From an optimization exercise on the open Yosys and OpenROAD flow, aimed at small area; shortcuts taken in it are not production practice. The RTL was checked by simulation tests, not by an equivalence proof against the original design. The flow treats the clock pin as an ideal source, which a real chip does not have. Power is estimated from default activity; no workload was simulated.

old:
// operand_fetch_stage
module operand_fetch_stage #(
  parameter int XLEN  = 32,
  parameter int NREGS = 32,
  parameter int AW    = 5
) (
  input  logic            clk,
  input  logic            nrst,
  input  logic            in_valid,
  output logic            in_ready,
  input  logic [AW-1:0]   rs1,
  input  logic [AW-1:0]   rs2,
  input  logic [XLEN-1:0] imm,
  input  logic            alu_src,
  input  logic [3:0]      fop_in,
  input  logic [AW-1:0]   rd_in,
  input  logic            flush,
  input  logic            wb_en,
  input  logic [AW-1:0]   wb_addr,
  input  logic [XLEN-1:0] wb_data,
  output logic            out_valid,
  input  logic            out_ready,
  output logic [XLEN-1:0] rda,
  output logic [XLEN-1:0] rdb,
  output logic [3:0]      fop,
  output logic [AW-1:0]   rd_out
);
  localparam int NR = NREGS - 1;   
  logic [XLEN*NR-1:0] mem_q;
  logic [NR:1]        vld_q;
  logic               phase_q;
  logic               out_valid_q;
  logic [XLEN-1:0]    rda_q, rdb_q;
  logic [3:0]         fop_q;
  logic [AW-1:0]      rd_q;
  logic               load;
  logic [NR:1]        we, nwe, sela_n, selb_n;
  logic [NR:1]        hita, hitb;
  logic               anya, anyb;
  logic               imm_n, ga_n, gb_n, pa, pb;
  logic [XLEN-1:0]    wcol;
  logic [XLEN-1:0]    rda_d, rdb_d;
  assign in_ready  = !out_valid_q || out_ready;
  assign load      = in_ready;
  assign out_valid = out_valid_q;
  assign rda       = rda_q;
  assign rdb       = rdb_q;
  ...
export LEC_CHECK = 0
export CAP_MARGIN = 20
export CORE_MARGIN = 2
export CORE_UTILIZATION = 55
export SLEW_MARGIN = 20
export SYNTH_HIERARCHICAL = 1
create_clock -name core_clock -period 5.0 [get_ports {clk}]
standard.sh (not shown) runs the stock make flow with config.mk's settings and CLKGATE_MAP_FILE= SYNTH_SCRIPT=/design/flow/synth_recipe.tcl, a recipe that flattens the netlist after the stock synthesis.
==> flow/flow/run.sh <==
#!/bin/bash
# Own layout flow: the standard flow (standard synthesis included) with
#  * the smallest buffer on the ports,
#  * no dummy loads in the clock tree and small clock buffers,
#  * a power-recovery (downsizing) pass on the placed design before CTS.
# Each tool's full output is kept under orfs/logs; the make run's own output
# goes to flow_make.log in the work folder.
set -euo pipefail
W=$(pwd)
F=$W/flow
bash "$W/standard.sh" \
  "BUFFER_PORTS_ARGS=-buffer_cell sky130_fd_sc_hd__buf_1" \
  "CTS_ARGS=-sink_clustering_enable -repair_clock_nets -dont_use_dummy_load -buf_list sky130_fd_sc_hd__clkbuf_16 -sink_clustering_size 25 -sink_clustering_max_diameter 100" \
  "PRE_CTS_TCL=$F/pre_cts.tcl" \
  finish > "$W/flow_make.log" 2>&1
==> flow/flow/pre_cts.tcl <==
# Downsize cells that have timing slack to spare before the clock tree is built.
estimate_parasitics -placement
repair_timing -recover_power 100
old | status: complete | timing, DRC, antenna: pass
What new does differently from old at the input level:
==> flow/run.sh (new file) <==
#!/bin/bash
# synth_recipe.tcl (not shown) runs the flow's synth.tcl, then flattens the netlist and writes it again
# the make line also repeats each setting of config.mk as NAME=value (left out here)
make -C /OpenROAD-flow-scripts/flow DESIGN_CONFIG=/design/flow/config.mk WORK_HOME=/design/flow/orfs CLKGATE_MAP_FILE= SYNTH_SCRIPT=/design/flow/synth_recipe.tcl finish
diff --git a/flow/config.mk b/flow/config.mk
--- a/flow/config.mk
+++ b/flow/config.mk
@@ -9,4 +9,5 @@
 export CORE_MARGIN = 2
 export CORE_UTILIZATION = 55
+export CTS_BUF_LIST = sky130_fd_sc_hd__clkbuf_2 sky130_fd_sc_hd__clkbuf_4
 export SLEW_MARGIN = 20
 export SYNTH_HIERARCHICAL = 1
removed: flow/flow/run.sh
removed: flow/flow/pre_cts.tcl
removed: flow/standard.sh
## What came out
In the tables for old and new, sequential share of layout area reads higher with old. Wire length per cell after detailed routing: new vs old down 3.4%. | clock power | lower: old |. Changes observed in new relative to old: number of antenna violations at the first check in global routing grew by 1, power picked up an extra about 17%, peak supply drop moved down. Delta(worst slack at placement, new - old) < 0. Of new and old, it is new that has the higher total routed wirelength.

--- another note on this design; it stands on its own ---

== job 101 ==
==> flow/design.v (excerpt) <==
module operand_fetch_stage #(
  parameter int XLEN  = 32,
  parameter int NREGS = 32,
  parameter int AW    = 5
) (
  input  logic            clk,
  input  logic            nrst,
  input  logic            in_valid,
  output logic            in_ready,
  input  logic [AW-1:0]   rs1,
  input  logic [AW-1:0]   rs2,
  input  logic [XLEN-1:0] imm,
  input  logic            alu_src,
  input  logic [3:0]      fop_in,
  input  logic [AW-1:0]   rd_in,
  input  logic            flush,
  input  logic            wb_en,
  input  logic [AW-1:0]   wb_addr,
  input  logic [XLEN-1:0] wb_data,
  output logic            out_valid,
  input  logic            out_ready,
  output logic [XLEN-1:0] rda,
  output logic [XLEN-1:0] rdb,
  output logic [3:0]      fop,
  output logic [AW-1:0]   rd_out
);
For scale: roughly 3700 cells after synthesis, ~1100 flip-flops.
clock: 5.0 ns
lec_check: 0
cap_margin: 20
core_margin: 2
core_utilization: 55
slew_margin: 20
synth_hierarchical: 1
standard.sh (not shown) runs the stock make flow with config.mk's settings and CLKGATE_MAP_FILE= SYNTH_SCRIPT=/design/flow/synth_recipe.tcl, a recipe that flattens the netlist after the stock synthesis.
==> flow/flow/run.sh <==
#!/bin/bash
# Own layout flow: the standard flow (standard synthesis included) with
#  * a power-recovery pass on the placed design before CTS,
#  * the smallest buffer on the ports,
#  * no dummy loads in the clock tree and larger clock-buffer clusters,
#  * ORFS's power recovery (downsizing) at global route, followed by a
#    slew/capacitance and timing repair on global-route parasitics.
# Each tool's full output is kept under orfs/logs; the make run's own output
# goes to flow_make.log in the work folder.
set -euo pipefail
W=$(pwd)
F=$W/flow
bash "$W/standard.sh" \
  RECOVER_POWER=100 \
  "PRE_CTS_TCL=$F/pre_cts.tcl" \
  "POST_GLOBAL_ROUTE_TCL=$F/post_grt.tcl" \
  "BUFFER_PORTS_ARGS=-buffer_cell sky130_fd_sc_hd__buf_1" \
  "CTS_ARGS=-sink_clustering_enable -repair_clock_nets -dont_use_dummy_load -buf_list sky130_fd_sc_hd__clkbuf_16 -sink_clustering_size 25 -sink_clustering_max_diameter 100" \
  finish > "$W/flow_make.log" 2>&1
==> flow/flow/post_grt.tcl <==
# After ORFS's power recovery at global route: repair slew and capacitance
# again on global-route parasitics (recovery downsizes drivers without
# regard to them), then setup and hold, re-routing the changed nets.
global_route -start_incremental
repair_design -slew_margin 20 -cap_margin 20
detailed_placement
global_route -end_incremental
estimate_parasitics -global_routing
repair_timing -setup -hold -setup_margin 0 -hold_margin 0
global_route -start_incremental
detailed_placement
global_route -end_incremental
estimate_parasitics -global_routing
puts "post_grt: slew violations [sta::max_slew_violation_count], cap violations [sta::max_capacitance_violation_count]"
report_worst_slack -max
report_worst_slack -min
==> flow/flow/pre_cts.tcl <==
# Downsize cells that have timing slack to spare before the clock tree is built.
estimate_parasitics -placement
repair_timing -recover_power 100
Both conditions hold for job 101: the flow ran to the end and the final layout passed the timing, DRC and antenna checks.
Inputs modified between job 101 and job 102:
==> flow/flow/run.sh <==
#!/bin/bash
# Own layout flow: the standard flow (standard synthesis included) with
#  * the smallest buffer on the ports,
#  * no dummy loads in the clock tree and small clock buffers,
#  * a power-recovery (downsizing) pass on the placed design before CTS.
# Each tool's full output is kept under orfs/logs; the make run's own output
# goes to flow_make.log in the work folder.
set -euo pipefail
W=$(pwd)
F=$W/flow
bash "$W/standard.sh" \
  "BUFFER_PORTS_ARGS=-buffer_cell sky130_fd_sc_hd__buf_1" \
  "CTS_ARGS=-sink_clustering_enable -repair_clock_nets -dont_use_dummy_load -buf_list sky130_fd_sc_hd__clkbuf_16 -sink_clustering_size 25 -sink_clustering_max_diameter 100" \
  "PRE_CTS_TCL=$F/pre_cts.tcl" \
  finish > "$W/flow_make.log" 2>&1
removed: flow/flow/post_grt.tcl
==> run notes <==
Job 101 → job 102: final critical-path setup slack has increased; final cell area excluding filler cells has remained practically unchanged.
Going from job 101 to job 102, worst reg-to-reg path cell count lost 1; sequential share of power ~0 delta; non-clock buffer count decreased by 16 relative to the old numbers.
Compared to job 101, job 102 has final period utilization 7.3 points lower.

## what the ideal ports hide
The flow's constraints put no driver on any port. The routed layouts listed below were extracted and timed again, unchanged, in two steps.
Step 1 (the two cells are an assumption about what drives the block):
set clk [get_ports {clk}]
set_driving_cell -lib_cell sky130_fd_sc_hd__clkbuf_16 $clk
set_driving_cell -lib_cell sky130_fd_sc_hd__buf_2 [delete_from_list [all_inputs] $clk]
Step 2 times the ports against the registers' clock, not the clock port: input delays grow and output delays shrink by t, the midpoint of the rising clock arrivals with the driver on.
Three values: ideal, step 1, step 2; two values: the first two.
run | shift t [ns] | slack for setup (ns) | hold WS [ns]
old | 0.714 | 0.453 / 0.461 / -0.253 | 0.329 / 0.276 / 0.475
new | 1.158 | 0.718 / 0.685 / -0.378 | 0.470 / 0.450 / 0.470
job 101 | 0.699 | 0.192 / 0.237 / -0.462 | 0.343 / 0.313 / 0.478
job 102 | 0.702 | 0.555 / 0.600 / -0.102 | 0.238 / 0.207 / 0.476
Met with ideal ports but missed after step 2: setup timing in every run listed. For new, which loses most, drivers alone change the setup slack by -0.033 ns; drivers and shift together by -1.096 ns.
